From an optimization exercise on the open Yosys and OpenROAD flow, aimed at small area, a short achievable clock period and few clock cycles per item; shortcuts taken in it are not production practice. Function was checked by simulation only, so behaviour that the tests miss may differ from the original. Power is estimated from default activity; no workload was simulated.

==> design/flow/run.sh <==
#!/bin/bash
# synth_recipe.tcl (not shown) runs the flow's synth.tcl, then flattens the netlist and writes it again
# the make line also repeats each setting of config.mk as NAME=value (left out here)
make -C /OpenROAD-flow-scripts/flow DESIGN_CONFIG=/design/flow/config.mk WORK_HOME=/design/flow/orfs CLKGATE_MAP_FILE= SYNTH_SCRIPT=/design/flow/synth_recipe.tcl finish
==> design/flow/config.mk <==
export PLATFORM = sky130hd
export DESIGN_NAME = flood_duplicate_filter_core
export DESIGN_NICKNAME = flood_duplicate_filter_core
export VERILOG_FILES = /design/flow/design.v
export SDC_FILE = /design/flow/constraint.sdc
export NUM_CORES = 4
export LEC_CHECK = 0
export CAP_MARGIN = 20
export CORE_MARGIN = 2
export CORE_UTILIZATION = 55
export PLACE_DENSITY = 0.65
export SETUP_SLACK_MARGIN = 2.5
export SLEW_MARGIN = 20
export TNS_END_PERCENT = 0
==> design/flow/constraint.sdc <==
create_clock -name core_clock -period 4.5 [get_ports {clk}]
set_input_delay 0.9000 -clock core_clock [delete_from_list [all_inputs] [get_ports {clk}]]
set_output_delay 0.9000 -clock core_clock [all_outputs]
set_load 0.01 [all_outputs]
==> design/flow/design.v <==
`default_nettype none
package fdf_pkg;
	localparam int SEEN_DEPTH_DEF = 64;
	localparam int SEQ_BITS_DEF   = 16;
	localparam int ID_W    = 6;
	localparam int MASK_W  = 64;
	localparam int SEQ_W   = 16;
	localparam int DATA_W  = 32;
	localparam int CFG_IDX_W  = 2;
	localparam int CFG_DATA_W = 64;
	localparam logic [CFG_IDX_W-1:0] CFG_NODE_ID       = 2'd0;
	localparam logic [CFG_IDX_W-1:0] CFG_NEIGHBOR_MASK = 2'd1;
	typedef enum logic [1:0] {
		VERDICT_FORWARD      = 2'd0,
		VERDICT_NOT_NEIGHBOR = 2'd1,
		VERDICT_DUPLICATE    = 2'd2
	} fdf_verdict_t;
	typedef struct packed {
		logic [ID_W-1:0]   sender_id;
		logic [SEQ_W-1:0]  seq_in;
		logic [DATA_W-1:0] payload_in;
	} fdf_in_t;
	typedef struct packed {
		logic [1:0]        verdict;
		logic [ID_W-1:0]   fwd_id;
		logic [SEQ_W-1:0]  fwd_seq;
		logic [DATA_W-1:0] fwd_data;
	} fdf_out_t;
	typedef struct packed {
		logic         record;
		logic         emit;
		fdf_verdict_t verdict;
	} fdf_cmd_t;
	typedef struct packed {
		logic valid;
		logic neighbor;
		logic hit;
	} fdf_status_t;
endpackage
`default_nettype wire
`default_nettype none
module fdf_ctrl (
	input  wire fdf_pkg::fdf_status_t  status,
	output logic                       busy,
	output fdf_pkg::fdf_cmd_t          cmd
);
	assign busy = 1'b0;
	always_comb begin
		cmd         = '0;
		cmd.emit    = status.valid;
		cmd.record  = status.valid & status.neighbor & ~status.hit;
		if (!status.neighbor) begin
			cmd.verdict = fdf_pkg::VERDICT_NOT_NEIGHBOR;
		end else if (status.hit) begin
			cmd.verdict = fdf_pkg::VERDICT_DUPLICATE;
		end else begin
			cmd.verdict = fdf_pkg::VERDICT_FORWARD;
		end
	end
endmodule
`default_nettype wire
`default_nettype none
module fdf_datapath #(
	parameter int SEEN_DEPTH = fdf_pkg::SEEN_DEPTH_DEF,
	parameter int SEQ_BITS   = fdf_pkg::SEQ_BITS_DEF
) (
	input  wire logic                              clk,
	input  wire logic                              arst_n,
	input  wire logic                              cfg_we,
	input  wire logic [fdf_pkg::CFG_IDX_W-1:0]     cfg_index,
	input  wire logic [fdf_pkg::CFG_DATA_W-1:0]    cfg_wdata,
	input  wire logic                              start,
	input  wire fdf_pkg::fdf_in_t                  item,
	input  wire fdf_pkg::fdf_cmd_t                 cmd,
	output fdf_pkg::fdf_status_t                   status,
	output logic                                   result_valid,
	output fdf_pkg::fdf_out_t                      result
);
	localparam int CW = $clog2(SEEN_DEPTH + 1);
	logic [fdf_pkg::ID_W-1:0]   node_id_q;
	logic [fdf_pkg::MASK_W-1:0] neighbor_q;
	logic                       neighbor_set_q;
	logic [SEQ_BITS-1:0]        seq1;
	logic                       v2_q;
	logic                       nb2_q;
	logic [SEEN_DEPTH-1:0]      match2_q;
	logic [SEQ_BITS-1:0]        seq2_q;
	logic [fdf_pkg::DATA_W-1:0] data2_q;
	logic                       v3_q;
	logic                       nb3_q;
	logic                       hit3_q;
	logic [SEQ_BITS-1:0]        seq3_q;
	logic [fdf_pkg::DATA_W-1:0] data3_q;
	logic [SEQ_BITS-1:0]   seen_q [SEEN_DEPTH];
	logic [CW-1:0]         fill_q;
	logic [SEEN_DEPTH-1:0] match1;
	logic                  same13;
	logic                  same23;
	logic                  hit_keep;
	logic                  hit_shift;
	logic [SEQ_BITS-1:0]   own_next_q;
	logic                  res_valid_q;
	fdf_pkg::fdf_verdict_t res_verdict_q;
	logic [SEQ_BITS-1:0]   res_seq_q;
	logic [fdf_pkg::DATA_W-1:0] res_data_q;
	logic fwd;
	assign seq1 = SEQ_BITS'(item.seq_in);
	assign fwd  = cmd.record;
	always_comb begin
		for (int e = 0; e < SEEN_DEPTH; e++) begin
			match1[e] = (seen_q[e] == seq1) && (fill_q > CW'(e));
		end
	end
	assign same13 = (seq3_q == seq1);
	assign same23    = (seq3_q == seq2_q);
	assign hit_keep  = |match2_q;
	assign hit_shift = (|match2_q[SEEN_DEPTH-2:0]) | same23;
	assign status.valid    = v3_q;
	assign status.neighbor = nb3_q;
	assign status.hit      = hit3_q;
	always_ff @(posedge clk or negedge arst_n) begin
		if (!arst_n) begin
			node_id_q      <= '0;
			neighbor_set_q <= 1'b0;
		end else if (cfg_we) begin
			unique case (cfg_index)
				fdf_pkg::CFG_NODE_ID:       node_id_q      <= cfg_wdata[fdf_pkg::ID_W-1:0];
				fdf_pkg::CFG_NEIGHBOR_MASK: neighbor_set_q <= 1'b1;
				default: ;
			endcase
		end
	end
	always_ff @(posedge clk) begin
		if (cfg_we && cfg_index == fdf_pkg::CFG_NEIGHBOR_MASK) begin
			neighbor_q <= cfg_wdata;
		end
	end
	always_ff @(posedge clk or negedge arst_n) begin
		if (!arst_n) begin
			v2_q       <= 1'b0;
			v3_q       <= 1'b0;
			res_valid_q <= 1'b0;
			fill_q     <= '0;
			own_next_q <= SEQ_BITS'(1);
		end else begin
			v2_q <= start;
			v3_q <= v2_q;
			res_valid_q <= v3_q;
			if (fwd) begin
				own_next_q <= own_next_q + SEQ_BITS'(1);
				if (fill_q != CW'(SEEN_DEPTH)) begin
					fill_q <= fill_q + CW'(1);
				end
			end
		end
	end
	always_ff @(posedge clk) begin
		nb2_q    <= neighbor_set_q & neighbor_q[item.sender_id];
		match2_q <= fwd ? {match1[SEEN_DEPTH-2:0], same13} : match1;
		seq2_q   <= seq1;
		data2_q  <= item.payload_in;
		nb3_q    <= nb2_q;
		hit3_q   <= fwd ? hit_shift : hit_keep;
		seq3_q   <= seq2_q;
		data3_q  <= data2_q;
	end
	always_ff @(posedge clk) begin
		if (fwd) begin
			seen_q[0] <= seq3_q;
			for (int e = 1; e < SEEN_DEPTH; e++) begin
				seen_q[e] <= seen_q[e-1];
			end
		end
	end
	always_ff @(posedge clk) begin
		res_verdict_q <= cmd.verdict;
		res_seq_q     <= (cmd.verdict == fdf_pkg::VERDICT_FORWARD) ? own_next_q : '0;
		res_data_q    <= (cmd.verdict == fdf_pkg::VERDICT_FORWARD) ? data3_q : '0;
	end
	assign result_valid     = res_valid_q;
	assign result.verdict   = res_verdict_q;
	assign result.fwd_id    = node_id_q;
	assign result.fwd_seq   = res_seq_q;
	assign result.fwd_data  = res_data_q;
endmodule
`default_nettype wire
`default_nettype none
module flood_duplicate_filter_core #(
	parameter int SEEN_DEPTH = fdf_pkg::SEEN_DEPTH_DEF,
	parameter int SEQ_BITS   = fdf_pkg::SEQ_BITS_DEF
) (
	input  wire logic                              clk,
	input  wire logic                              arst_n,
	input  wire logic                              cfg_we,
	input  wire logic [fdf_pkg::CFG_IDX_W-1:0]     cfg_index,
	input  wire logic [fdf_pkg::CFG_DATA_W-1:0]    cfg_wdata,
	input  wire logic                              start,
	input  wire logic [53:0]                       item,
	output logic                                   busy,
	output logic                                   result_valid,
	output logic [55:0]                            result
);
	fdf_pkg::fdf_in_t  item_s;
	fdf_pkg::fdf_out_t result_s;
	assign item_s = item;
	assign result = result_s;
	fdf_pkg::fdf_status_t status;
	fdf_pkg::fdf_cmd_t    cmd;
	fdf_ctrl u_ctrl (
		.status (status),
		.busy   (busy),
		.cmd    (cmd)
	);
	fdf_datapath #(
		.SEEN_DEPTH (SEEN_DEPTH),
		.SEQ_BITS   (SEQ_BITS)
	) u_datapath (
		.clk          (clk),
		.arst_n       (arst_n),
		.cfg_we       (cfg_we),
		.cfg_index    (cfg_index),
		.cfg_wdata    (cfg_wdata),
		.start        (start),
		.item         (item_s),
		.cmd          (cmd),
		.status       (status),
		.result_valid (result_valid),
		.result       (result_s)
	);
endmodule
`default_nettype wire
==> flow_summary.toml, run 1 <==
[status]
outcome = "finished clean"

[critical_path]
timing.critical_path.to_type = "flop"
path_class = "in2reg"
critPathLaunchType = "input pin"
crit_arrival_ns = 2.90
cp.required_ns = 5.19
cp_max_fo = 12

[synthesis]
syn_nets = 3459
synthArstFlopShare = 0.0247
synthTopCellsByArea = "edfxtp_1 61%, xnor2_1 12%, dfxtp_1 8.0%"
ys_warn_count = 3
syn_area_per_cell_um2 = 16.0
synth_edf_count = 1088
synth_top_area_frac = 0.615
synthCells = 3330
synth_ff_type = "edfxtp_1"
synth_cell_types = 64
synth_seq_cells = 1334
seq_area_frac_synth = 0.711
yosys.area.top_type = "edfxtp_1"
synth.cell_area_um2 = 53100

[detailed_routing]
via_per_inst = 5.82
vias = 29100
drtAntennaViolNets = 0
wl_per_cell_um = 26.3
drt_iter0_drc = 3182
totalWireLength_um = 132000
firstDrtPassIters = 6
drc_errors = 0

[sta]
max_freq_mhz = 452
setup_viol = 0
setup_tns_ns = 0
layout_min_cycle_time_ns = 2.21
period_share = 0.492
fin_skew_ns = 0.0255
tightest_slew_ns = 1.17
slew_headroom = 0.212
hold_viol_final = 0
rsz0062_at_grt = "yes"
maxSlewViolCount = 0

[global_routing]
grt_first_pass_wirelength_um = 195000
grt_pass1_vias = 30000
grt_max_degree = 114
antenna_found_initial = 0
grtUsageTotal = 0.267
gr-total-overflow = 0

[flow_run]
cap_viol_max_count = 0

[final_layout]
layout-drive-gt1-share = 0.124
layout_commonest_cell = "edfxtp_1"
final-instance-count-excl-fill = 4996
antennaDiodeCount = 0
fill_cells = 6920
fin_nets = 3734
final_cell_mix = "1088 x edfxtp_1, 728 x xnor2_1, 349 x xor2_1"
area_delta_synth_final_pct = 16.0
final_area_um2 = 61700
multi_input_area_um2 = 14700
seqCellArea_um2 = 37800

[clock_network]
numClockSinks = 1334
clk_pin_slew_ns = 0.06
cts-hold-fix-buffers = 0
htree_levels = 4
numCtsBuffers = 140
cts_tree = "built"
root_buffer = "clkbuf_16"
clock_path_buffers = 3
clk_latency_ns = 0.76

[die]
coreArea_um2 = 96300
dieHeight_um = 315
die-width_um = 315
core.rowCount = 114
dieArea_um2 = 99100
io_pins = 182
initial_utilization = 0.552

[placement]
placed_cells = 4724
io_buffers = 180
place.gp.congestion = 0.892
placed_cell_area_um2 = 56700
dpl.hpwl_um = 85200

[pwr]
ir_drop_v = 0.000327
power.leakage_nw = 19.4
power_mw = 29.4
p_per_area_nw_per_um2 = 477

[min_path]
min-delay-path-class = "reg2reg"
==> cells in the mapped netlist, types with 6 or more instances <==
cell type,n
edfxtp_1,1088
and3_1,6
nand2_1,43
o2111ai_1,9
nor2_1,25
o21ai_0,26
and2_1,50
xor2_1,349
or4_1,7
xnor2_1,728
nand4_1,200
nor3_1,27
mux2_2,15
inv_1,6
buf_2,97
dfrtp_1,32
a21o_1,7
mux2i_1,31
mux4_2,17
nand3_1,54
buf_6,7
a2111oi_0,6
dfxtp_1,213
a21oi_1,19
nor4_1,130
o21ai_1,19
buf_4,31
clkbuf_1,18
==> final cells by class <==
type,instances,area share
tap,1276,0.0259
clock buffer,208,0.0666
clock inverter,49,0.00688
sequential,1334,0.613
timing repair inverter,3,0.000426
timing repair buffer,286,0.0493
inverter,7,0.000690
multi-input combinational,1833,0.238
==> sequential cells by signal, summed over array words and instances, names as in the netlist <==
| name | flops |
|---|---|
| u_datapath.match2_q | 64 |
| u_datapath.seq3_q | 16 |
| u_datapath.res_verdict_q | 2 |
| u_datapath.own_next_q | 16 |
| u_datapath.data2_q | 32 |
| u_datapath.data3_q | 32 |
| u_datapath.neighbor_q | 64 |
| u_datapath.neighbor_set_q | 1 |
| u_datapath.v3_q | 1 |
| u_datapath.hit3_q | 1 |
| u_datapath.v2_q | 1 |
| u_datapath.nb3_q | 1 |
| u_datapath.res_seq_q | 16 |
| u_datapath.seen_q | 1024 |
| u_datapath.res_valid_q | 1 |
| u_datapath.nb2_q | 1 |
| u_datapath.fill_q | 7 |
| u_datapath.res_data_q | 32 |
| u_datapath.seq2_q | 16 |
| u_datapath.node_id_q | 6 |
==> metrics by stage <==
step	setup slack [ns]	hold slack (ns)	utilization
6_report	2.29	0.315	0.640
2_1_floorplan	0.877	0.310	-
4_1_cts	2.29	0.306	0.639
3_3_place_gp	1.23	0.311	0.589
3_5_place_dp	1.24	0.314	0.589
5_1_grt	2.25	0.329	0.640
==> where the power goes <==
group | switching, mW | internal (mW) | leakage, nW
clock network | 4.79 | 6.53 | 2.23
logic | 2.07 | 1.21 | 5.70
registers | 0.558 | 14.3 | 11.5
==> logic make-up after synthesis <==
group                      after synthesis  synth area share
xor gates and xnor gates              1077             0.178
AOI/OAI and AO/OA                      111            0.0135
adders and majority gates                5           0.00118
and+or+nand+nor                        576            0.0639
buffers and inverters                  163            0.0170
other                                    1         0.0000706
muxes                                   63            0.0162
DFF                                   1334             0.711
==> metal layers <==
metal,part of all wire,GRT usage,vias to the layer above
met5,0,0,-
met4,0.024,0.0803,0
met3,0.073,0.0464,216
met2,0.48,0.431,1236
met1,0.42,0.373,14900
li1,-,-,12800
==> worst max-delay path, cell delays in order <==
cell,delay [ns]
buf_4,0.25
buf_4,0.33
xnor2_1,0.17
nand4_1,0.14
or4_1,0.54
nor4_2,0.37
a21o_1,0.17
==> worst paths after layout <==
path	start	endpoint	slack, ns	cells after the start
setup reg to reg	u_datapath.fill_q[1]$_DFFE_PN0P_	u_datapath.match2_q[57]$_DFF_P_	2.32	6
max in group asynchronous	arst_n	u_datapath.fill_q[2]$_DFFE_PN0P_	3.43	1
hold / removal	u_datapath.data2_q[20]$_DFF_P_	u_datapath.data3_q[20]$_DFF_P_	0.31	0
hold reg to reg	u_datapath.data2_q[20]$_DFF_P_	u_datapath.data3_q[20]$_DFF_P_	0.31	0
min in group asynchronous	arst_n	u_datapath.own_next_q[11]$_DFFE_PN0P_	0.32	1
setup / recovery	item[43]	u_datapath.match2_q[57]$_DFF_P_	2.29	7
==> repair_timing <==
action	CTS	global route
resized for setup	255	29
setup endpoints to repair	1062	916
cloned	4	2
pin swaps	0	0
setup buffers	8	1
Testbench counts, summed over its fixed seeds: cycles 12,024, packets 12,000.
==> run 2: changes to the inputs <==
--- a/design/flow/config.mk
+++ b/design/flow/config.mk
@@ -10,2 +10,3 @@
 export CORE_UTILIZATION = 55
+export CTS_BUF_LIST = sky130_fd_sc_hd__clkbuf_4 sky130_fd_sc_hd__clkbuf_8
 export PLACE_DENSITY = 0.65
==> flow_summary.toml, run 2 <==
[sta]
setup_viol = 0
slew_headroom = 0.255
rsz0062_at_grt = "yes"
fin_skew_ns = 0.0356
hold_viol_final = 0
max_freq_mhz = 417
period_share = 0.533
setup_tns_ns = 0
maxSlewViolCount = 0
tightest_slew_ns = 1.11
timing.hold.ws_ns = 0.198
layout_min_cycle_time_ns = 2.40

[synthesis]
synthAdderAreaFrac = 0.00118
synth_cell_types = 64
synth_compound_area_frac = 0.0135
syn_nets = 3459
synth.most_common_cell = "edfxtp_1"
synth-simple-area-share = 0.0639
synth_seq_cells = 1334
synth_top_family_by_area = "XOR/XNOR gates"
yosys-mux-area-fraction = 0.0162
seq_area_frac_synth = 0.711
synth_ff_type = "edfxtp_1"
synthArstFlopShare = 0.0247
yosys.area.top_type = "edfxtp_1"
synth_top_area_frac = 0.615
synth_edf_count = 1088
synthCells = 3330
netlist_top_cells_count = "1088 x edfxtp_1, 728 x xnor2_1, 349 x xor2_1"
ys_warn_count = 3
synthXorXnorAreaFrac = 0.178
syn_area_per_cell_um2 = 16.0
synthTopCellsByArea = "edfxtp_1 61%, xnor2_1 12%, dfxtp_1 8.0%"
synth.cell_area_um2 = 53100

[final_layout]
fill_cells = 7064
layout-drive-gt1-share = 0.152
final_cell_mix = "1088 x edfxtp_1, 728 x xnor2_1, 349 x xor2_1"
fin_nets = 3799
largestRegisters = "u_datapath.seen_q (1024), u_datapath.match2_q (64), u_datapath.neighbor_q (64)"
area_delta_synth_final_pct = 15.1
largest_reg_flops = 1024
top_register = "u_datapath.seen_q"
layout_commonest_cell = "edfxtp_1"

[clock_network]
root_buffer = "clkbuf_8"
clk_pin_slew_ns = 0.06
numCtsBuffers = 210
cts_tree = "built"
numClockSinks = 1334
clk_latency_ns = 0.90
clock_path_buffers = 3
htree_levels = 4
cts-hold-fix-buffers = 0

[detailed_routing]
vias = 29400
wl_per_cell_um = 25.6
drt_iter0_drc = 2993
via_per_inst = 5.74
totalWireLength_um = 131000
drtAntennaViolNets = 0
firstDrtPassIters = 6
drc_errors = 0

[pwr]
p_comb_frac = 0.112
power.leakage_nw = 19.4
p_per_area_nw_per_um2 = 467
power.share.clock = 0.368
p_seq_frac = 0.520
ir_drop_v = 0.000305
power.internal_mw = 21.2
sw_frac_of_total = 0.259
switchingPower_mw = 7.40

[die]
dieHeight_um = 315
initial_utilization = 0.552
core.rowCount = 114
dieArea_um2 = 99100
io_pins = 182
die-width_um = 315
coreArea_um2 = 96300

[global_routing]
gr-total-overflow = 0
grt_pass1_vias = 30300
grtUsageTotal = 0.266
grt_first_pass_wirelength_um = 195000
grt_max_degree = 114
antenna_found_initial = 4

[critical_path]
cp_max_fo = 33
cpPeakStageDelay_ns = 0.72
cp_cell_sequence = "buf_4, buf_12, xnor2_1, nand4_1, nor4_1, nand3_1, a21bo_1"
cp.required_ns = 5.34
timing.critical_path.to_type = "flop"
slowest_stage = "nor4_1"
crit_family = "simple AND/OR/NAND/NOR gates"
crit_arrival_ns = 3.24
critPathLaunchType = "input pin"
path_buf_inv = 2
path_class = "in2reg"

[placement]
io_buffers = 180
place.gp.congestion = 0.892
dpl.hpwl_um = 85200

[status]
outcome = "finished clean"

[flow_run]
cap_viol_max_count = 0

[min_path]
min-delay-path-class = "in2async"
[run 2: cells by family after synthesis]
group	after synthesis
compound gates	111
xor+xnor	1077
fa+ha+maj	5
buf+inv	163
flops	1334
mux	63
other cells	1
simple gates	576
[run 2: final cells by class]
cell class / instances / area (µm²) / share of cell area
Antenna cell: 3 / 7.51 / 0.000123
Clock buffer: 322 / 3940 / 0.0645
Clock inverter: 65 / 408 / 0.00667
Inverter: 7 / 52.6 / 0.000859
Multi-Input combinational cell: 1833 / 14600 / 0.238
Sequential cell: 1334 / 37800 / 0.617
Tap cell: 1276 / 1600 / 0.0261
Timing Repair Buffer: 282 / 2830 / 0.0462
Timing Repair inverter: 2 / 17.5 / 0.000286
[run 2: final timing paths]
path,startpoint,endpoint,slack (ns),cells past startpoint
max reg2reg,u_datapath.fill_q[0]$_DFFE_PN0P_,u_datapath.match2_q[63]$_DFF_P_,2.13,6
min,arst_n,u_datapath.own_next_q[13]$_DFFE_PN0P_,0.20,1
min reg2reg,u_datapath.data2_q[10]$_DFF_P_,u_datapath.data3_q[10]$_DFF_P_,0.32,0
min in group core_clock,item[46],u_datapath.seq2_q[14]$_DFF_P_,0.28,1
max in group asynchronous,arst_n,u_datapath.fill_q[4]$_DFFE_PN0P_,3.61,1
max,item[32],u_datapath.match2_q[36]$_DFF_P_,2.10,7
[run 2: per-stage QoR]
stage               instances  instance area, µm²  utilization  total power [mW]  worst slack, ns
global placement         4724               56700        0.589              18.1             1.23
global route             5124               61200        0.636              29.6             2.11
floorplan                3330               53200            -              16.8            0.877
CTS                      5118               61100        0.634              28.7             2.12
detailed placement       4724               56700        0.589              18.2             1.24
finish                   5124               61200        0.636              28.6             2.10
[run 2: what timing repair did]
item | CTS | global route
buffers inserted | 5 | 0
resized for setup | 192 | 25
gates cloned | 2 | 2
endpoints found under the setup margin | 1050 | 1108
pin swaps | 0 | 0
[run 2: metal layers]
metal  wire [µm]  track usage  up-vias
met3        9250       0.0507      215
li1            -            -    12900
met2       62700        0.425     1210
met4        3350       0.0835        4
met5          26            0        -
met1       56000        0.373    15100
[run 2: worst reg2reg max path: cells and delay by family, from the launching register on]
family | cells | cell delay [ns]
adder cells (fa/ha/maj) | 1 | 0.33
AO/OA/AOI/OAI | 2 | 0.30
buffers and inverters | 1 | 0.22
flip-flops | 1 | 0.39
AND/OR/NAND/NOR | 2 | 1.06
[run 2: power by group through the flow]
| stage | sequential [mW] | clock (mW) | combinational (mW) |
|---|---|---|---|
| after floorplan | 15.0 | 0 | 1.88 |
| after global placement | 15.1 | 0 | 3.08 |
| after detailed placement | 15.1 | 0 | 3.12 |
| after CTS | 14.8 | 10.7 | 3.16 |
| after global routing | 14.9 | 11.3 | 3.40 |
| final | 14.8 | 10.5 | 3.20 |
==> run 3: changes to the inputs <==
--- a/design/flow/config.mk
+++ b/design/flow/config.mk
@@ -7,2 +7,3 @@
 export LEC_CHECK = 0
+export ABC_AREA = 1
 export CAP_MARGIN = 20
@@ -10,3 +11,2 @@
 export CORE_UTILIZATION = 55
-export CTS_BUF_LIST = sky130_fd_sc_hd__clkbuf_4 sky130_fd_sc_hd__clkbuf_8
 export PLACE_DENSITY = 0.65
==> flow_summary.toml, run 3 <==
[clock_network]
clk_pin_slew_ns = 0.06
cts-hold-fix-buffers = 0
root_buffer = "clkbuf_16"
clock_path_buffers = 3
numCtsBuffers = 141
clk_latency_ns = 0.75
numClockSinks = 1334
cts_tree = "built"
htree_levels = 4

[pwr]
ir_drop_v = 0.000369
power.internal_mw = 21.8
p_comb_frac = 0.110
switchingPower_mw = 7.51
power.share.clock = 0.389
p_per_area_nw_per_um2 = 472
p_seq_frac = 0.501
sw_frac_of_total = 0.257
power.leakage_nw = 20.7

[global_routing]
grt_first_pass_wirelength_um = 216000
grt_pass1_vias = 32500
grt_max_degree = 166
grtUsageTotal = 0.292
gr-total-overflow = 0
antenna_found_initial = 2

[synthesis]
ys_warn_count = 3
yosys.area.top_type = "edfxtp_1"
seq_area_frac_synth = 0.693
syn_nets = 4252
syn_area_per_cell_um2 = 13.2
synth_top_area_frac = 0.600
synth_cell_types = 55
synthTopCellsByArea = "edfxtp_1 60%, xnor2_1 9.7%, dfxtp_1 7.8%"
synth.cell_area_um2 = 54500
synthArstFlopShare = 0.0247
synth.most_common_cell = "edfxtp_1"
synth_ff_type = "edfxtp_1"
synth_edf_count = 1088
synth_seq_cells = 1334
synthCells = 4123
netlist_top_cells_count = "1088 x edfxtp_1, 605 x xnor2_1, 516 x nand2_1"

[critical_path]
cp_cell_sequence = "nand3_4, clkinv_16, nand3_1, nor4_2, nand3_2, nand3_1"
crit_arrival_ns = 2.85
timing.critical_path.to_type = "flop"
cp.required_ns = 5.14
path_buf_inv = 1
crit_cells = 6
cp_max_fo = 53
crit_family = "simple AND/OR/NAND/NOR gates"
r2r-start = "u_datapath.v3_q$_DFF_PN0_"
r2r-end = "u_datapath.hit3_q$_DFF_P_"
cpPeakStageDelay_ns = 0.52
slowest_stage = "dfrtp_2"
path_class = "reg2reg"
critPathLaunchType = "flop"
crit_path_frequent_cell = "nand3_1"
rr_worst_depth = 6
r2r_setup_slack_ns = 2.29

[die]
coreArea_um2 = 98300
core.rowCount = 115
die-width_um = 319
dieHeight_um = 319
io_pins = 182
dieArea_um2 = 102000
initial_utilization = 0.554

[sta]
setup_tns_ns = 0
fin_skew_ns = 0.0281
fin_ws_ns = 2.29
layout_min_cycle_time_ns = 2.21
setup_viol = 0
slew_headroom = 0.265
rsz0062_at_grt = "yes"
period_share = 0.491
max_freq_mhz = 453
tightest_slew_ns = 1.10
hold_viol_final = 0
maxSlewViolCount = 0

[final_layout]
largest_reg_flops = 1024
fin_nets = 4465
layout_commonest_cell = "edfxtp_1"
area_delta_synth_final_pct = 13.9
top_register = "u_datapath.seen_q"
final_cell_mix = "1088 x edfxtp_1, 605 x xnor2_1, 512 x nand2_1"
layout-drive-gt1-share = 0.102
largestRegisters = "u_datapath.seen_q (1024), u_datapath.match2_q (64), u_datapath.neighbor_q (64)"

[placement]
dpl.hpwl_um = 91800
place.gp.congestion = 0.865
dp_slack_ns = 1.23
io_buffers = 180

[status]
outcome = "finished clean"

[min_path]
min-delay-path-class = "in2async"

[detailed_routing]
totalWireLength_um = 149000
wl_per_cell_um = 25.9
drt_iter0_drc = 4570
via_per_inst = 5.86
drtAntennaViolNets = 0
drc_errors = 0
vias = 33600
firstDrtPassIters = 6

[flow_run]
cap_viol_max_count = 0
==> run 3: cell count changes in the layout (fill, tap and decap cells not counted), sizes merged, moves of 89 or more <==
cell | previous run | this run
clkbuf | 330 | 208
inv | 19 | 165
nand2 | 43 | 525
nand3 | 54 | 165
nor2 | 25 | 343
nor4 | 131 | 42
o21ai | 45 | 152
xnor2 | 728 | 605
xor2 | 349 | 159
==> run 3: worst reg2reg max path, stage by stage, from the launching register on <==
cell and delay (ns):
dfrtp_2 0.52, nand3_4 0.19, clkinv_16 0.18, nand3_1 0.33, nor4_2 0.29, nand3_2 0.30, nand3_1 0.30
==> run 3: power groups by stage <==
stage / sequential, mW / clock (mW) / combinational, mW
after global routing: 14.7 / 12.0 / 3.43
after detailed placement: 14.9 / 0 / 3.06
after floorplan: 14.7 / 0 / 1.90
after CTS: 14.6 / 11.5 / 3.13
final: 14.7 / 11.4 / 3.23
after global placement: 14.9 / 0 / 3.04
==> run 3: cells by family after synthesis <==
kind of cell,share of synthesized area
AOI/OAI and AO/OA,0.0361
xor gates and xnor gates,0.123
adders and majority gates,0.00115
buffers and inverters,0.0317
DFF,0.693
muxes,0.00473
other,0.0000688
and+or+nand+nor,0.110
==> run 3: worst max-delay path by stage <==
stage	from	endpoint	slack, ns
6_report	u_datapath.v3_q$_DFF_PN0_	u_datapath.hit3_q$_DFF_P_	2.29
5_1_grt	u_datapath.node_id_q[4]$_DFFE_PN0P_	result[52]	2.28
4_1_cts	u_datapath.node_id_q[4]$_DFFE_PN0P_	result[52]	2.29
3_5_place_dp	item[38]	u_datapath.match2_q[43]$_DFF_P_	1.23
3_3_place_gp	item[44]	u_datapath.match2_q[4]$_DFF_P_	1.26
2_1_floorplan	u_datapath.v3_q$_DFF_PN0_	u_datapath.seen_q[0][0]$_DFFE_PP_	0.89
==> run 3: final cells by class <==
type	instances	area, µm²
Inverter	167	699
Antenna cell	1	2.50
Timing Repair Buffer	242	2280
Clock buffer	207	4130
Sequential cell	1334	37800
Timing Repair inverter	3	40.0
Multi-Input combinational cell	2447	15100
Tap cell	1287	1610
Fill cell	7378	36200
Clock inverter	53	402
==> run 3: per-layer routing <==
metal | part of all wire | up-vias | global-route usage
met5 | 0 | - | 0
met2 | 0.46 | 1762 | 0.460
met3 | 0.088 | 286 | 0.0510
met1 | 0.41 | 16700 | 0.411
met4 | 0.034 | 0 | 0.107
li1 | - | 14900 | -
==> run 3: metrics by stage <==
step	cell area, µm²	cells	power [mW]	hold WS, ns	util
6_report	62100	5741	29.3	0.279	0.631
5_1_grt	62100	5741	30.1	0.311	0.631
3_3_place_gp	57200	5455	17.9	0.310	0.582
4_1_cts	61800	5732	29.3	0.257	0.629
2_1_floorplan	54500	4123	16.6	0.310	-
3_5_place_dp	57200	5455	17.9	0.312	0.582
==> run 3: what timing repair did <==
item,in CTS,in global routing
hold endpoints to repair,0,0
endpoints found under the setup margin,1160,895
cloned,5,1
pin swaps,2,2
gates resized for setup,257,35
setup buffers,12,6
==> run 4: changes to the inputs <==
--- a/design/flow/config.mk
+++ b/design/flow/config.mk
@@ -7,8 +7,7 @@
 export LEC_CHECK = 0
-export ABC_AREA = 1
 export CAP_MARGIN = 20
 export CORE_MARGIN = 2
-export CORE_UTILIZATION = 55
-export PLACE_DENSITY = 0.65
-export SETUP_SLACK_MARGIN = 2.5
+export CORE_UTILIZATION = 70
+export PLACE_DENSITY = 0.75
+export SETUP_SLACK_MARGIN = 2.4
 export SLEW_MARGIN = 20
==> flow_summary.toml, run 4 <==
[pwr]
power.leakage_nw = 19.4
sw_frac_of_total = 0.252
switchingPower_mw = 7.32
power.internal_mw = 21.7
ir_drop_v = 0.000458
p_seq_frac = 0.514
p_per_area_nw_per_um2 = 475
p_comb_frac = 0.109
power.share.clock = 0.377
power_mw = 29.0

[synthesis]
syn_nets = 3459
ys_warn_count = 3
yosys.area.top_type = "edfxtp_1"
synth.cell_area_um2 = 53100
synth_edf_count = 1088
synth_seq_cells = 1334
netlist_top_cells_count = "1088 x edfxtp_1, 728 x xnor2_1, 349 x xor2_1"
synthCells = 3330
synth_top_area_frac = 0.615
synth_ff_type = "edfxtp_1"
seq_area_frac_synth = 0.711
synthArstFlopShare = 0.0247
synth.most_common_cell = "edfxtp_1"
synth_cell_types = 64
syn_area_per_cell_um2 = 16.0
synthTopCellsByArea = "edfxtp_1 61%, xnor2_1 12%, dfxtp_1 8.0%"

[clock_network]
clk_latency_ns = 0.74
cts_tree = "built"
numClockSinks = 1334
numCtsBuffers = 135
htree_levels = 4
clock_path_buffers = 3
clk_pin_slew_ns = 0.07
root_buffer = "clkbuf_16"

[sta]
maxSlewViolCount = 0
setup_tns_ns = 0
tightest_slew_ns = 1.05
layout_min_cycle_time_ns = 2.25
max_freq_mhz = 443
rsz0062_at_grt = "yes"
hold_viol_final = 0
timing.hold.ws_ns = 0.265
fin_skew_ns = 0.0239
setup_viol = 0
slew_headroom = 0.299
period_share = 0.501

[final_layout]
final-instance-count-excl-fill = 4684
final_area_um2 = 61000
layout_commonest_cell = "edfxtp_1"
largest_reg_flops = 1024
fill_cells = 4038
top_register = "u_datapath.seen_q"
final_cell_mix = "1088 x edfxtp_1, 728 x xnor2_1, 349 x xor2_1"
fin_nets = 3719
largestRegisters = "u_datapath.seen_q (1024), u_datapath.match2_q (64), u_datapath.neighbor_q (64)"
layout-drive-gt1-share = 0.106
area_delta_synth_final_pct = 14.8

[detailed_routing]
wl_per_cell_um = 27.4
via_per_inst = 6.30
drt_iter0_drc = 3373
firstDrtPassIters = 5
drtAntennaViolNets = 0
totalWireLength_um = 128000
drc_errors = 0
vias = 29500

[die]
coreArea_um2 = 75600
io_pins = 182
initial_utilization = 0.703
die-width_um = 280
core.rowCount = 101
dieArea_um2 = 78100
dieHeight_um = 280

[critical_path]
r2r_setup_slack_ns = 2.26
critPathLaunchType = "input pin"
cp.required_ns = 5.14
timing.critical_path.to_type = "flop"
path_class = "in2reg"
crit_arrival_ns = 2.89
cp_max_fo = 26

[flow_run]
cap_viol_max_count = 0

[placement]
io_buffers = 180
dpl.hpwl_um = 82200
place.gp.congestion = 0.885
placed_cell_area_um2 = 56300
placed_cells = 4411

[global_routing]
antenna_found_initial = 4
grt_first_pass_wirelength_um = 188000
grt_max_degree = 97
gr-total-overflow = 0
grtUsageTotal = 0.328
grt_pass1_vias = 30100

[min_path]
min-delay-path-class = "in2async"

[status]
outcome = "finished clean"
-- run 4: changes by cell type after synthesis, sizes merged, moves of 89 or more --
cell / previous run / this run
nand3: 164 / 54
xor2: 159 / 349
xnor2: 605 / 728
nand2: 525 / 43
nor4: 42 / 131
inv: 167 / 7
o21ai: 152 / 45
nor2: 343 / 25
-- run 4: cells by family (layout without fill, tap and decap cells) --
group | after synthesis | after routing | share of synthesized area
and+or+nand+nor | 576 | 578 | 0.0639
muxes | 63 | 63 | 0.0162
AOI/OAI and AO/OA | 111 | 111 | 0.0135
xor gates and xnor gates | 1077 | 1077 | 0.178
buffers and inverters | 163 | 535 | 0.0170
adders and majority gates | 5 | 5 | 0.00118
DFF | 1334 | 1334 | 0.711
other | 1 | 3 | 0.0000706
-- run 4: layout make-up --
cell class / instances / area [µm²] / area share
Sequential cell: 1334 / 37800 / 0.619
Inverter: 7 / 52.6 / 0.000861
Timing Repair Buffer: 276 / 2970 / 0.0487
Timing Repair inverter: 1 / 8.76 / 0.000144
Tap cell: 978 / 1220 / 0.0201
Clock buffer: 189 / 3730 / 0.0611
Multi-Input combinational cell: 1835 / 14700 / 0.240
Antenna cell: 2 / 5.00 / 0.0000820
Clock inverter: 62 / 594 / 0.00974
-- run 4: worst max-delay path, cell delays in order --
cell,delay (ns)
clkbuf_8,0.32
buf_12,0.32
xnor2_1,0.15
nand4_1,0.09
nor4_1,0.56
o21ai_0,0.26
o21ai_0,0.22
-- run 4: layer usage --
layer	wire, µm	vias to the layer above	GRT usage
met5	46	-	0
met4	3990	6	0.129
met3	10800	262	0.0622
met2	62900	1546	0.531
met1	50400	15000	0.446
li1	-	12700	-
-- run 4: power groups by stage --
stage | Sequential [mW] | Clock [mW] | Combinational [mW]
final | 14.9 | 10.9 | 3.17
after CTS | 14.9 | 11.0 | 2.99
after detailed placement | 15.1 | 0 | 2.95
after floorplan | 15.0 | 0 | 1.88
after global placement | 15.1 | 0 | 2.89
after global routing | 15.0 | 11.5 | 3.34
-- run 4: metrics by stage --
step,worst slack [ns],util
floorplan,0.877,-
global placement,1.16,0.745
detailed placement,1.10,0.745
CTS,2.13,0.803
global route,2.23,0.808
finish,2.25,0.808
-- run 4: path summary, 6_finish.rpt --
check / start / end / depth (start not counted)
max in group asynchronous: arst_n / u_datapath.fill_q[2]$_DFFE_PN0P_ / 1
min in group core_clock: u_datapath.data2_q[5]$_DFF_P_ / u_datapath.data3_q[5]$_DFF_P_ / 0
max: item[32] / u_datapath.match2_q[20]$_DFF_P_ / 7
min: arst_n / u_datapath.node_id_q[0]$_DFFE_PN0P_ / 1
min reg2reg: u_datapath.data2_q[5]$_DFF_P_ / u_datapath.data3_q[5]$_DFF_P_ / 0
max reg2reg: u_datapath.fill_q[0]$_DFFE_PN0P_ / u_datapath.match2_q[56]$_DFF_P_ / 5
-- run 4: what timing repair did --
action | 4_1_cts | 5_1_grt
pin swaps | 0 | 1
gates cloned | 3 | 3
hold buffers | 0 | 0
endpoints found under the setup margin | 1183 | 623
gates resized for setup | 86 | 92
buffers inserted | 3 | 11
==> run 5: changes to the inputs <==
--- a/design/flow/config.mk
+++ b/design/flow/config.mk
@@ -10,2 +10,4 @@
 export CORE_UTILIZATION = 70
+export CTS_CLUSTER_DIAMETER = 50
+export CTS_CLUSTER_SIZE = 24
 export PLACE_DENSITY = 0.75
==> flow_summary.toml, run 5 <==
[final_layout]
layout-drive-gt1-share = 0.112
layout_commonest_cell = "edfxtp_1"
final_cell_mix = "1088 x edfxtp_1, 728 x xnor2_1, 349 x xor2_1"
fin_nets = 3694
largest_reg_flops = 1024
largestRegisters = "u_datapath.seen_q (1024), u_datapath.match2_q (64), u_datapath.neighbor_q (64)"
area_delta_synth_final_pct = 14.2
top_register = "u_datapath.seen_q"

[pwr]
ir_drop_v = 0.000401
p_per_area_nw_per_um2 = 468
power_mw = 28.4
power.leakage_nw = 19.2

[detailed_routing]
drc_errors = 0
totalWireLength_um = 126000
via_per_inst = 6.26
drt_iter0_drc = 3454
firstDrtPassIters = 7
wl_per_cell_um = 27.2
vias = 29100
drtAntennaViolNets = 0

[sta]
tightest_slew_ns = 0.971
period_share = 0.505
setup_viol = 0
max_freq_mhz = 440
hold_viol_final = 0
maxSlewViolCount = 0
fin_skew_ns = 0.0381
slew_headroom = 0.350
layout_min_cycle_time_ns = 2.27
rsz0062_at_grt = "yes"
setup_tns_ns = 0

[clock_network]
clk_latency_ns = 0.72
htree_levels = 3
cts_tree = "built"
root_buffer = "clkbuf_16"
numCtsBuffers = 114
clk_pin_slew_ns = 0.08
numClockSinks = 1334
cts-hold-fix-buffers = 0
clock_path_buffers = 3

[synthesis]
synth_seq_cells = 1334
synth_top_area_frac = 0.615
syn_nets = 3459
syn_area_per_cell_um2 = 16.0
netlist_top_cells_count = "1088 x edfxtp_1, 728 x xnor2_1, 349 x xor2_1"
synth.most_common_cell = "edfxtp_1"
synth_edf_count = 1088
yosys.area.top_type = "edfxtp_1"
synthCells = 3330
ys_warn_count = 3
synthTopCellsByArea = "edfxtp_1 61%, xnor2_1 12%, dfxtp_1 8.0%"
synth.cell_area_um2 = 53100
synth_cell_types = 64
synth_ff_type = "edfxtp_1"
synthArstFlopShare = 0.0247
seq_area_frac_synth = 0.711

[critical_path]
crit_family = "simple AND/OR/NAND/NOR gates"
crit_path_frequent_cell = "o21ai_0"
cpPeakStageDelay_ns = 0.56
r2r-start = "u_datapath.fill_q[3]$_DFFE_PN0P_"
slowest_stage = "nor4_1"
cp.required_ns = 5.11
path_class = "in2reg"
cp_max_fo = 26
r2r-end = "u_datapath.match2_q[58]$_DFF_P_"
path_buf_inv = 2
crit_path_start = "item[32]"
r2r_setup_slack_ns = 2.25
crit_arrival_ns = 2.88
critPathLaunchType = "input pin"
timing.critical_path.to_type = "flop"
rr_worst_depth = 6
cp_cell_sequence = "clkbuf_8, buf_12, xnor2_1, nand4_1, nor4_1, o21ai_0, o21ai_0"

[flow_run]
cap_viol_max_count = 0

[placement]
dpl.hpwl_um = 82200
io_buffers = 180
place.gp.congestion = 0.885

[global_routing]
gr-total-overflow = 0
grt_max_degree = 97
grtUsageTotal = 0.323
grt_first_pass_wirelength_um = 187000
antenna_found_initial = 3
grt_pass1_vias = 29500

[min_path]
min-delay-path-class = "in2async"

[die]
dieHeight_um = 280
core.rowCount = 101
initial_utilization = 0.703
io_pins = 182
die-width_um = 280
coreArea_um2 = 75600
dieArea_um2 = 78100

[status]
outcome = "finished clean"
## run 5: cell type report
cell class | instances | area (µm²)
Inverter | 7 | 42.5
Clock buffer | 117 | 2920
Timing Repair inverter | 1 | 8.76
Fill cell | 4089 | 14900
Tap cell | 978 | 1220
Sequential cell | 1334 | 37800
Multi-Input combinational cell | 1835 | 14700
Clock inverter | 101 | 1130
Antenna cell | 2 | 5.00
Timing Repair Buffer | 272 | 2910
## run 5: cells by family (layout without fill, tap and decap cells)
family / Yosys count / in the layout / share of synthesized area
flops: 1334 / 1334 / 0.711
compound gates: 111 / 111 / 0.0135
buf+inv: 163 / 498 / 0.0170
other cells: 1 / 3 / 0.0000706
simple gates: 576 / 578 / 0.0639
fa+ha+maj: 5 / 5 / 0.00118
xor+xnor: 1077 / 1077 / 0.178
mux: 63 / 63 / 0.0162
## run 5: what timing repair did
| action | in CTS | in global routing |
|---|---|---|
| buffers inserted | 4 | 8 |
| gates resized for setup | 111 | 54 |
| cloned | 3 | 1 |
| endpoints found under the setup margin | 1183 | 601 |
| pin swaps | 0 | 1 |
## run 5: worst max-delay path by stage
stage                     slack [ns]                                end  depth (start not counted)
final                           2.23    u_datapath.match2_q[20]$_DFF_P_                          7
after global routing            2.22    u_datapath.match2_q[58]$_DFF_P_                          7
after CTS                       2.23                         result[48]                          1
after detailed placement        1.10    u_datapath.match2_q[34]$_DFF_P_                          7
after global placement          1.16    u_datapath.match2_q[34]$_DFF_P_                          7
after floorplan                 0.88  u_datapath.seen_q[0][0]$_DFFE_PP_                          4
## run 5: metrics by stage
step | area [µm²] | instances | worst slack (ns) | hold slack [ns] | util
floorplan | 53200 | 3330 | 0.877 | 0.310 | -
global placement | 56300 | 4411 | 1.16 | 0.311 | 0.745
detailed placement | 56300 | 4411 | 1.10 | 0.312 | 0.745
CTS | 60400 | 4636 | 2.23 | 0.293 | 0.800
global route | 60700 | 4646 | 2.22 | 0.325 | 0.803
finish | 60700 | 4647 | 2.23 | 0.313 | 0.803
## run 5: layer usage
metal / GRT usage / wire length [µm] / vias to the layer above
li1: - / - / 12700
met2: 0.525 / 61400 / 1467
met1: 0.449 / 50000 / 14700
met3: 0.0523 / 11000 / 234
met5: 0 / 15 / -
met4: 0.117 / 3740 / 2
## run 5: report_power, final
part           internal, mW  total, mW  switching [mW]
Combinational          1.17       3.15            1.98
Clock                  5.22       10.4            5.18
Sequential             14.3       14.9           0.621
## run 5: worst register-to-register path: cells and delay by family, from the launching register on
kind,cells,cell delay [ns]
and+or+nand+nor,3,0.74
AOI/OAI and AO/OA,2,0.50
DFF,1,0.58
buffers and inverters,1,0.33
==> run 6: changes to the inputs <==
--- a/design/flow/design.v
+++ b/design/flow/design.v
@@ -79,2 +79,3 @@
 	localparam int CW = $clog2(SEEN_DEPTH + 1);
+	localparam int NP = (SEEN_DEPTH - 2) / 2;
 	logic [fdf_pkg::ID_W-1:0]   node_id_q;
@@ -85,3 +86,6 @@
 	logic                       nb2_q;
-	logic [SEEN_DEPTH-1:0]      match2_q;
+	logic [NP-1:0]              pair2_q;
+	logic [1:0]                 top2_q;
+	logic                       same2_q;
+	logic                       shift2_q;
 	logic [SEQ_BITS-1:0]        seq2_q;
@@ -96,2 +100,4 @@
 	logic [SEEN_DEPTH-1:0] match1;
+	logic [NP-1:0]         pair1;
+	logic                  hit_low;
 	logic                  same13;
@@ -112,2 +118,5 @@
 		end
+		for (int j = 0; j < NP; j++) begin
+			pair1[j] = match1[2*j] | match1[2*j+1];
+		end
 	end
@@ -115,4 +124,5 @@
 	assign same23    = (seq3_q == seq2_q);
-	assign hit_keep  = |match2_q;
-	assign hit_shift = (|match2_q[SEEN_DEPTH-2:0]) | same23;
+	assign hit_low   = |pair2_q;
+	assign hit_keep  = hit_low | top2_q[0] | (shift2_q ? same2_q : top2_q[1]);
+	assign hit_shift = hit_low | same23    | (shift2_q ? same2_q : top2_q[0]);
 	assign status.valid    = v3_q;
@@ -158,3 +168,6 @@
 		nb2_q    <= neighbor_set_q & neighbor_q[item.sender_id];
-		match2_q <= fwd ? {match1[SEEN_DEPTH-2:0], same13} : match1;
+		pair2_q  <= pair1;
+		top2_q   <= match1[SEEN_DEPTH-1:SEEN_DEPTH-2];
+		same2_q  <= same13;
+		shift2_q <= fwd;
 		seq2_q   <= seq1;
--- a/design/flow/config.mk
+++ b/design/flow/config.mk
@@ -9,7 +9,5 @@
 export CORE_MARGIN = 2
-export CORE_UTILIZATION = 70
-export CTS_CLUSTER_DIAMETER = 50
-export CTS_CLUSTER_SIZE = 24
-export PLACE_DENSITY = 0.75
-export SETUP_SLACK_MARGIN = 2.4
+export CORE_UTILIZATION = 55
+export PLACE_DENSITY = 0.65
+export SETUP_SLACK_MARGIN = 2.5
 export SLEW_MARGIN = 20
==> flow_summary.toml, run 6 <==
[die]
die-width_um = 310
dieHeight_um = 310
core.rowCount = 112
dieArea_um2 = 96300
initial_utilization = 0.554
io_pins = 182
coreArea_um2 = 93200

[detailed_routing]
firstDrtPassIters = 6
vias = 27700
drc_errors = 0
wl_per_cell_um = 25.8
drtAntennaViolNets = 0
drt_iter0_drc = 3043
totalWireLength_um = 124000
via_per_inst = 5.75

[synthesis]
netlist_top_cells_count = "1088 x edfxtp_1, 603 x xnor2_1, 474 x xor2_1"
seq_area_frac_synth = 0.720
syn_nets = 3314
synth_ff_type = "edfxtp_1"
yosys.area.top_type = "edfxtp_1"
synth_top_area_frac = 0.633
synth_edf_count = 1088
synth_seq_cells = 1305
synthAdderAreaFrac = 0.00121
synthTopCellsByArea = "edfxtp_1 63%, xnor2_1 10%, xor2_1 8.0%"
syn_area_per_cell_um2 = 16.2
synth_top_family_by_area = "XOR/XNOR gates"
synth.most_common_cell = "edfxtp_1"
synthArstFlopShare = 0.0253
synth_cell_types = 58
synth.cell_area_um2 = 51600
synthXorXnorAreaFrac = 0.183
yosys-mux-area-fraction = 0.00989
synth-simple-area-share = 0.0571
synth_compound_area_frac = 0.0146
synthCells = 3185
ys_warn_count = 3

[final_layout]
area_delta_synth_final_pct = 15.8
antennaDiodeCount = 0
fin_nets = 3577
top_register = "u_datapath.seen_q"
largest_reg_flops = 1024
largestRegisters = "u_datapath.seen_q (1024), u_datapath.neighbor_q (64)"
final_area_um2 = 59800
final_util = 0.641
layout_commonest_cell = "edfxtp_1"
final_cell_mix = "1088 x edfxtp_1, 603 x xnor2_1, 474 x xor2_1"
layout-drive-gt1-share = 0.118

[pwr]
power.internal_mw = 21.8
p_seq_frac = 0.506
power.leakage_nw = 18.9
p_comb_frac = 0.100
p_per_area_nw_per_um2 = 481
power.share.clock = 0.394
switchingPower_mw = 6.95
sw_frac_of_total = 0.242
ir_drop_v = 0.000367

[flow_run]
cap_viol_max_count = 0

[sta]
setup_viol = 0
layout_min_cycle_time_ns = 2.16
hold_viol_final = 0
maxSlewViolCount = 0
rsz0062_at_grt = "yes"
period_share = 0.481
fin_skew_ns = 0.0300
max_freq_mhz = 462
fin_ws_ns = 2.34
slew_headroom = 0.318
setup_tns_ns = 0
tightest_slew_ns = 1.01

[global_routing]
grt_max_degree = 146
grt_pass1_vias = 28300
gr-total-overflow = 0
grtUsageTotal = 0.259
grt_first_pass_wirelength_um = 182000
antenna_found_initial = 0

[critical_path]
critPathLaunchType = "flop"
crit_family = "flip-flops"
cp_cell_sequence = "clkdlybuf4s15_2"
path_buf_inv = 1
cp_max_fo = 1
cpPeakStageDelay_ns = 0.31
crit_arrival_ns = 1.26
slowest_stage = "dfxtp_1"
timing.critical_path.to_type = "output pin"
cp.required_ns = 3.60
path_class = "reg2out"

[status]
outcome = "finished clean"

[clock_network]
htree_levels = 4
cts-hold-fix-buffers = 0
numCtsBuffers = 136
cts_tree = "built"
numClockSinks = 1305
root_buffer = "clkbuf_16"
clock_path_buffers = 3
clk_pin_slew_ns = 0.06
clk_latency_ns = 0.75

[placement]
placed_cell_area_um2 = 55200
io_buffers = 180
dp_slack_ns = 1.01
dpl.hpwl_um = 80200
place.gp.congestion = 0.857

[min_path]
min-delay-path-class = "in2async"
run 6: cell count changes in the layout (fill, tap and decap cells not counted), sizes merged, moves of 20 or more:
cell / delta
xnor2: -125
xor2: +125
clkbuf: +109
inv: -56
dlygate4sd2: -45
a21oi: +32
nand3: -31
dfxtp: -29
mux2i: -28
o21ai: -23
nand4: -20
run 6: final timing paths:
check / start / end / slack [ns] / cells past startpoint
worst min register to register: u_datapath.data2_q[18]$_DFF_P_ / u_datapath.data3_q[18]$_DFF_P_ / 0.32 / 0
worst max-delay path: u_datapath.res_seq_q[15]$_SDFF_PP0_ / result[47] / 2.34 / 1
min in group core_clock: u_datapath.data2_q[18]$_DFF_P_ / u_datapath.data3_q[18]$_DFF_P_ / 0.32 / 0
worst max register to register: u_datapath.fill_q[3]$_DFFE_PN0P_ / u_datapath.pair2_q[4]$_DFF_P_ / 2.34 / 4
max in group asynchronous: arst_n / u_datapath.fill_q[6]$_DFFE_PN0P_ / 3.52 / 1
worst min-delay path: arst_n / u_datapath.own_next_q[10]$_DFFE_PN0P_ / 0.31 / 1
run 6: through the flow:
step	hold slack [ns]	power (mW)	instances
floorplan	0.310	16.4	3185
global placement	0.310	17.5	4554
detailed placement	0.312	17.5	4554
CTS	0.281	28.8	4805
global route	0.323	29.6	4811
finish	0.307	28.7	4811
run 6: worst reg2reg max path, stage by stage (launching register included):
cell	delay [ns]
dfrtp_1	0.44
buf_4	0.26
nor4_1	0.91
nor4_1	0.18
a31o_2	0.25
run 6: cell families (layout without fill, tap and decap cells):
logic type               Yosys count  after routing
AO/OA/AOI/OAI                    122            122
XOR/XNOR                        1077           1077
adder cells (fa/ha/maj)            5              5
buffers and inverters            152            522
flip-flops                      1305           1305
multiplexers                      27             27
other                              1              1
AND/OR/NAND/NOR                  496            498
run 6: final cells by class:
type	count	area [µm²]
Clock inverter	53	586
Sequential cell	1305	37200
Tap cell	1254	1570
Fill cell	6646	33400
Timing Repair Buffer	271	2620
Clock buffer	194	3930
Multi-Input combinational cell	1730	13900
Inverter	4	15.0
run 6: timing repair:
action	CTS	global route
pin swaps	0	1
setup buffers	1	6
setup endpoints to repair	1073	806
gates cloned	3	0
gates resized for setup	166	83
run 6: power by group through the flow:
stage | clock, mW | combinational, mW | sequential [mW]
after detailed placement | 0 | 2.79 | 14.8
after global routing | 12.0 | 3.05 | 14.6
after CTS | 11.5 | 2.81 | 14.5
final | 11.3 | 2.86 | 14.5
after floorplan | 0 | 1.71 | 14.6
after global placement | 0 | 2.74 | 14.7
run 6: layer usage:
metal	share of wire	GRT usage	routed length (µm)	up-vias
met4	0.022	0.0773	2770	0
met3	0.071	0.0490	8820	181
met5	0	0	0	-
met2	0.49	0.417	60200	1105
met1	0.42	0.361	52200	14200
li1	-	-	-	12200
Testbench counts of run 6, summed over its fixed seeds: cycles 12,024, packets 12,000.
==> run 7: changes to the inputs <==
--- a/design/flow/config.mk
+++ b/design/flow/config.mk
@@ -7,2 +7,3 @@
 export LEC_CHECK = 0
+export ABC_AREA = 1
 export CAP_MARGIN = 20
==> flow_summary.toml, run 7 <==
[status]
outcome = "finished clean"

[clock_network]
root_buffer = "clkbuf_16"
numClockSinks = 1305
cts_tree = "built"
clk_pin_slew_ns = 0.06
clock_path_buffers = 3
clk_latency_ns = 0.75
cts-hold-fix-buffers = 0
htree_levels = 4
numCtsBuffers = 139

[pwr]
p_seq_frac = 0.497
power.share.clock = 0.392
sw_frac_of_total = 0.261
power.leakage_nw = 20.4
power_mw = 28.9
power.internal_mw = 21.4
switchingPower_mw = 7.56
p_comb_frac = 0.110
p_per_area_nw_per_um2 = 475
ir_drop_v = 0.000429

[detailed_routing]
totalWireLength_um = 143000
wl_per_cell_um = 25.6
met2WireLength_um = 67100
vias = 32700
wl_met1_um = 58000
via_per_inst = 5.86
drc_errors = 0
top_layer_used = "met5"
drtAntennaViolNets = 0
drt_iter0_drc = 3979
met3_length_um = 13300
firstDrtPassIters = 6

[critical_path]
timing.critical_path.to_type = "flop"
slowest_stage = "nand4_1"
cp_cell_sequence = "clkbuf_8, buf_4, xnor2_1, nand4_1, a21oi_4, nand3_1, nand2_1"
cp_max_fo = 30
crit_family = "buffers and inverters"
crit_path_start = "item[40]"
path_class = "in2reg"
r2r-end = "u_datapath.pair2_q[23]$_DFF_P_"
crit_arrival_ns = 2.99
r2r-start = "u_datapath.fill_q[3]$_DFFE_PN0P_"
cpPeakStageDelay_ns = 0.46
critPathLaunchType = "input pin"
r2r_setup_slack_ns = 2.27
rr_worst_depth = 8
path_buf_inv = 2
cp.required_ns = 5.20

[synthesis]
synth_compound_area_frac = 0.0406
seq_area_frac_synth = 0.698
netlist_top_cells_count = "1088 x edfxtp_1, 486 x nand2_1, 439 x xnor2_1"
syn_area_per_cell_um2 = 13.5
yosys.area.top_type = "edfxtp_1"
synth_ff_type = "edfxtp_1"
synth_top_family_by_area = "XOR/XNOR gates"
ys_warn_count = 3
syn_nets = 4080
synth-simple-area-share = 0.110
synth_edf_count = 1088
yosys-mux-area-fraction = 0.00127
synthAdderAreaFrac = 0.00117
synth.cell_area_um2 = 53300
synthTopCellsByArea = "edfxtp_1 61%, xnor2_1 7.2%, dfxtp_1 6.9%"
synth.most_common_cell = "edfxtp_1"
synthArstFlopShare = 0.0253
synthXorXnorAreaFrac = 0.118
synthCells = 3951
synth_seq_cells = 1305
synth_top_area_frac = 0.613
synth_cell_types = 49

[sta]
period_share = 0.510
slew_headroom = 0.277
max_freq_mhz = 436
layout_min_cycle_time_ns = 2.29
setup_tns_ns = 0
fin_skew_ns = 0.0214
maxSlewViolCount = 0
setup_viol = 0
rsz0062_at_grt = "yes"
tightest_slew_ns = 1.08
hold_viol_final = 0

[die]
dieHeight_um = 315
coreArea_um2 = 96400
core.rowCount = 114
die-width_um = 315
initial_utilization = 0.553
dieArea_um2 = 99400
io_pins = 182

[global_routing]
grt_pass1_vias = 31700
grtUsageTotal = 0.283
antenna_found_initial = 2
grt_first_pass_wirelength_um = 205000
grt_max_degree = 132
gr-total-overflow = 0

[final_layout]
largest_reg_flops = 1024
fin_nets = 4305
layout-drive-gt1-share = 0.125
final_area_um2 = 60900
largestRegisters = "u_datapath.seen_q (1024), u_datapath.neighbor_q (64)"
top_register = "u_datapath.seen_q"
final_cell_mix = "1088 x edfxtp_1, 483 x nand2_1, 439 x xnor2_1"
area_delta_synth_final_pct = 14.2
layout_commonest_cell = "edfxtp_1"

[flow_run]
cap_viol_max_count = 0

[placement]
dpl.hpwl_um = 91300
io_buffers = 180
place.gp.congestion = 0.917
placed_cell_area_um2 = 56200

[min_path]
min-delay-path-class = "in2async"
run 7: cell types whose count changed after synthesis, sizes merged, moves of 72 or more:
cell,previous run,this run
nand2,29,491
nor2,19,259
xor2,474,280
xnor2,603,439
inv,4,154
nand3,23,142
or2,3,113
o21ai,22,94
run 7: cell families after synthesis:
| group | Yosys count |
|---|---|
| buf+inv | 327 |
| fa+ha+maj | 5 |
| compound gates | 328 |
| xor+xnor | 719 |
| flops | 1305 |
| mux | 6 |
| simple gates | 1260 |
| other cells | 1 |
run 7: cell type report:
type                       count  area (µm²)
clock inverter                71         692
multi-input combinational   2319       14500
clock buffer                 185        3840
timing repair buffer         253        2360
inverter                     154         639
antenna                        2        5.00
tap                         1276        1600
timing repair inverter         4        30.0
sequential                  1305       37200
fill                        7308       35500
run 7: worst reg2reg max path, delay by kind of cell (launching register included):
family / cells / cell delay [ns]
AO/OA/AOI/OAI: 1 / 0.21
AND/OR/NAND/NOR: 5 / 0.85
flip-flops: 1 / 0.67
buffers and inverters: 2 / 0.45
run 7: worst max-delay path by stage:
stage	endpoint	slack [ns]	cells after the start
finish	u_datapath.pair2_q[28]$_DFF_P_	2.21	7
global route	u_datapath.pair2_q[0]$_DFF_P_	2.21	8
CTS	result[50]	2.30	1
detailed placement	u_datapath.pair2_q[28]$_DFF_P_	1.14	7
global placement	u_datapath.pair2_q[28]$_DFF_P_	1.07	7
floorplan	u_datapath.own_next_q[12]$_DFFE_PN0P_	0.87	7
run 7: per-stage QoR:
| step | setup WS, ns | std cells | hold slack, ns | util |
|---|---|---|---|---|
| 6_report | 2.21 | 5569 | 0.283 | 0.632 |
| 5_1_grt | 2.21 | 5567 | 0.329 | 0.631 |
| 4_1_cts | 2.30 | 5554 | 0.287 | 0.629 |
| 3_5_place_dp | 1.14 | 5294 | 0.312 | 0.583 |
| 3_3_place_gp | 1.07 | 5294 | 0.310 | 0.583 |
| 2_1_floorplan | 0.866 | 3951 | 0.310 | - |
run 7: repair_timing:
item / 4_1_cts / 5_1_grt
setup buffers: 3 / 7
resized for setup: 261 / 25
gates cloned: 1 / 6
pin swaps: 1 / 2
endpoints found under the setup margin: 1022 / 1072
run 7: power groups by stage:
stage | Sequential [mW] | Clock, mW | Combinational, mW
final | 14.4 | 11.4 | 3.20
after global routing | 14.4 | 12.0 | 3.38
after CTS | 14.4 | 11.5 | 3.07
after detailed placement | 14.6 | 0 | 3.04
after global placement | 14.6 | 0 | 3.02
after floorplan | 14.5 | 0 | 1.83
run 7: metal layers:
layer	track usage	vias to the layer above
met4	0.0982	2
li1	-	14500
met3	0.0578	269
met1	0.394	16200
met5	0	-
met2	0.446	1678
==> run 8: changes to the inputs <==
--- a/design/flow/config.mk
+++ b/design/flow/config.mk
@@ -7,3 +7,2 @@
 export LEC_CHECK = 0
-export ABC_AREA = 1
 export CAP_MARGIN = 20
@@ -14,2 +13,2 @@
 export SLEW_MARGIN = 20
-export TNS_END_PERCENT = 0
+export TNS_END_PERCENT = 10
==> flow_summary.toml, run 8 <==
[synthesis]
ys_warn_count = 3
synthTopCellsByArea = "edfxtp_1 63%, xnor2_1 10%, xor2_1 8.0%"
syn_nets = 3314
netlist_top_cells_count = "1088 x edfxtp_1, 603 x xnor2_1, 474 x xor2_1"
synthArstFlopShare = 0.0253
synthCells = 3185
yosys.area.top_type = "edfxtp_1"
synth_seq_cells = 1305
synth.cell_area_um2 = 51600
synth_edf_count = 1088
seq_area_frac_synth = 0.720
synth_top_area_frac = 0.633
synth_ff_type = "edfxtp_1"
synth.most_common_cell = "edfxtp_1"
synth_cell_types = 58
syn_area_per_cell_um2 = 16.2

[critical_path]
r2r_setup_slack_ns = 2.40
crit_family = "flip-flops"
path_buf_inv = 1
cp_cell_sequence = "buf_2"
slowest_stage = "dfrtp_1"
rr_worst_depth = 4
critPathLaunchType = "flop"
cpPeakStageDelay_ns = 0.39
cp.required_ns = 3.60
path_class = "reg2out"
crit_arrival_ns = 1.27
cp_max_fo = 2
timing.critical_path.to_type = "output pin"
r2r-start = "u_datapath.fill_q[2]$_DFFE_PN0P_"
r2r-end = "u_datapath.pair2_q[5]$_DFF_P_"

[die]
initial_utilization = 0.554
dieHeight_um = 310
io_pins = 182
coreArea_um2 = 93200
core.rowCount = 112
dieArea_um2 = 96300
die-width_um = 310

[sta]
timing.hold.ws_ns = 0.283
hold_viol_final = 0
rsz0062_at_grt = "yes"
slew_headroom = 0.361
maxSlewViolCount = 0
max_freq_mhz = 461
layout_min_cycle_time_ns = 2.17
fin_skew_ns = 0.0246
fin_ws_ns = 2.33
setup_viol = 0
tightest_slew_ns = 0.959
period_share = 0.482
setup_tns_ns = 0

[placement]
place.gp.congestion = 0.845
dp_slack_ns = 1.18
dpl.hpwl_um = 80600
placed_cells = 4553
io_buffers = 180

[pwr]
sw_frac_of_total = 0.246
ir_drop_v = 0.000418
p_seq_frac = 0.507
power.internal_mw = 21.6
p_comb_frac = 0.108
p_per_area_nw_per_um2 = 477
power.share.clock = 0.385
power.leakage_nw = 19.0
power_mw = 28.7
switchingPower_mw = 7.06

[detailed_routing]
wl_per_cell_um = 25.5
totalWireLength_um = 123000
drt_iter0_drc = 2858
drc_errors = 0
drtAntennaViolNets = 0
vias = 27600
via_per_inst = 5.71
firstDrtPassIters = 5

[global_routing]
grt_pass1_vias = 28100
grtUsageTotal = 0.255
antenna_found_initial = 0
grt_max_degree = 158
gr-total-overflow = 0
grt_first_pass_wirelength_um = 180000

[clock_network]
htree_levels = 4
numClockSinks = 1305
cts_tree = "built"
clk_latency_ns = 0.74
numCtsBuffers = 136
clock_path_buffers = 3
root_buffer = "clkbuf_16"
clk_pin_slew_ns = 0.06

[final_layout]
top_register = "u_datapath.seen_q"
largest_reg_flops = 1024
final_cell_mix = "1088 x edfxtp_1, 603 x xnor2_1, 474 x xor2_1"
largestRegisters = "u_datapath.seen_q (1024), u_datapath.neighbor_q (64)"
layout-drive-gt1-share = 0.135
fin_nets = 3597
area_delta_synth_final_pct = 16.5
final-instance-count-excl-fill = 4835
layout_commonest_cell = "edfxtp_1"

[flow_run]
cap_viol_max_count = 0

[status]
outcome = "finished clean"

[min_path]
min-delay-path-class = "in2async"
[run 8: how the worst max path moves through the flow]
stage | start | to | cells past startpoint
3_3_place_gp | item[48] | u_datapath.nb2_q$_DFF_P_ | 5
6_report | u_datapath.node_id_q[3]$_DFFE_PN0P_ | result[51] | 1
4_1_cts | u_datapath.node_id_q[3]$_DFFE_PN0P_ | result[51] | 1
3_5_place_dp | item[48] | u_datapath.nb2_q$_DFF_P_ | 5
2_1_floorplan | u_datapath.hit3_q$_DFF_P_ | u_datapath.own_next_q[15]$_DFFE_PN0P_ | 6
5_1_grt | u_datapath.node_id_q[3]$_DFFE_PN0P_ | result[51] | 1
[run 8: cell families after synthesis]
logic type,count (synthesis),share of synthesized area
other cells,1,0.0000726
simple gates,496,0.0571
buf+inv,152,0.0142
compound gates,122,0.0146
mux,27,0.00989
flops,1305,0.720
fa+ha+maj,5,0.00121
xor+xnor,1077,0.183
[run 8: power groups by stage]
stage          registers (mW)  clock network (mW)  logic [mW]
3_5_place_dp             14.8                   0        2.81
3_3_place_gp             14.8                   0        2.77
6_report                 14.6                11.1        3.09
2_1_floorplan            14.6                   0        1.71
4_1_cts                  14.6                11.3        2.87
5_1_grt                  14.6                11.7        3.27
[run 8: area by class of cell]
class	count	area [µm²]
fill	6643	33000
timing repair buffer	290	2930
tap	1254	1570
inverter	4	22.5
clock inverter	54	380
multi-input combinational	1731	14000
clock buffer	196	4060
sequential	1305	37200
antenna	1	2.50
[run 8: worst register-to-register path, delay by kind of cell, from the launching register on]
family	cells	cell delay (ns)
simple gates	1	0.61
compound gates	3	0.70
flops	1	0.66
[run 8: timing repair]
action	CTS	global route
pin swaps	0	5
gates cloned	2	1
buffers inserted	7	21
hold buffers	0	0
endpoints found under the setup margin	1032	604
gates resized for setup	316	71
[run 8: through the flow]
| step | instance area [µm²] | utilization |
|---|---|---|
| 6_report | 60200 | 0.646 |
| 3_5_place_dp | 55200 | 0.592 |
| 3_3_place_gp | 55200 | 0.592 |
| 2_1_floorplan | 51700 | - |
| 4_1_cts | 59700 | 0.641 |
| 5_1_grt | 60200 | 0.646 |
[run 8: metal layers]
layer / vias to the layer above / GRT usage / share of wire
li1: 12200 / - / -
met1: 14200 / 0.350 / 0.42
met2: 991 / 0.417 / 0.49
met3: 177 / 0.0495 / 0.066
met4: 0 / 0.0701 / 0.021
met5: - / 0 / 0

port drivers added, routing unchanged:
Ports are ideal in the flow. The routed layouts listed here were re-timed in OpenROAD. Step 1: set_driving_cell puts a clkbuf_16 on clk and a buf_2 on each other input, an assumption about the parent block. Step 2 moves the port delays by t, midway between the first and last clock arrival at a register: inputs arrive t later, outputs are due t later. That takes back most of the time a late clock gives input paths. Slacks: no drivers / after step 1 / after step 2; pairs: no drivers / after step 1.
run	shift t [ns]	setup WS [ns]	hold slack, ns	clock arrival spread, ns	worst data-port slew with drivers (ns)
run 1	0.819	2.288 / 2.246 / 1.514	0.315 / 0.274 / 0.315	0.036 / 0.036	0.06
run 2	0.946	2.100 / 2.132 / 1.189	0.198 / 0.159 / 0.321	0.043 / 0.043	0.06
run 3	0.805	2.291 / 2.277 / 1.555	0.279 / 0.233 / 0.325	0.035 / 0.035	0.08
run 4	0.796	2.245 / 2.194 / 1.468	0.265 / 0.218 / 0.323	0.034 / 0.033	0.07
run 5	0.768	2.229 / 2.203 / 1.494	0.313 / 0.265 / 0.320	0.039 / 0.039	0.07
run 6	0.806	2.336 / 2.263 / 1.622	0.307 / 0.262 / 0.324	0.032 / 0.033	0.06
run 7	0.821	2.207 / 2.249 / 1.428	0.283 / 0.231 / 0.323	0.028 / 0.027	0.07
run 8	0.799	2.331 / 2.266 / 1.646	0.283 / 0.243 / 0.324	0.037 / 0.037	0.07
After both steps setup and hold are still met in every run listed. For run 2, which loses most, drivers alone change the setup slack by +0.032 ns; drivers and shift together by -0.911 ns.
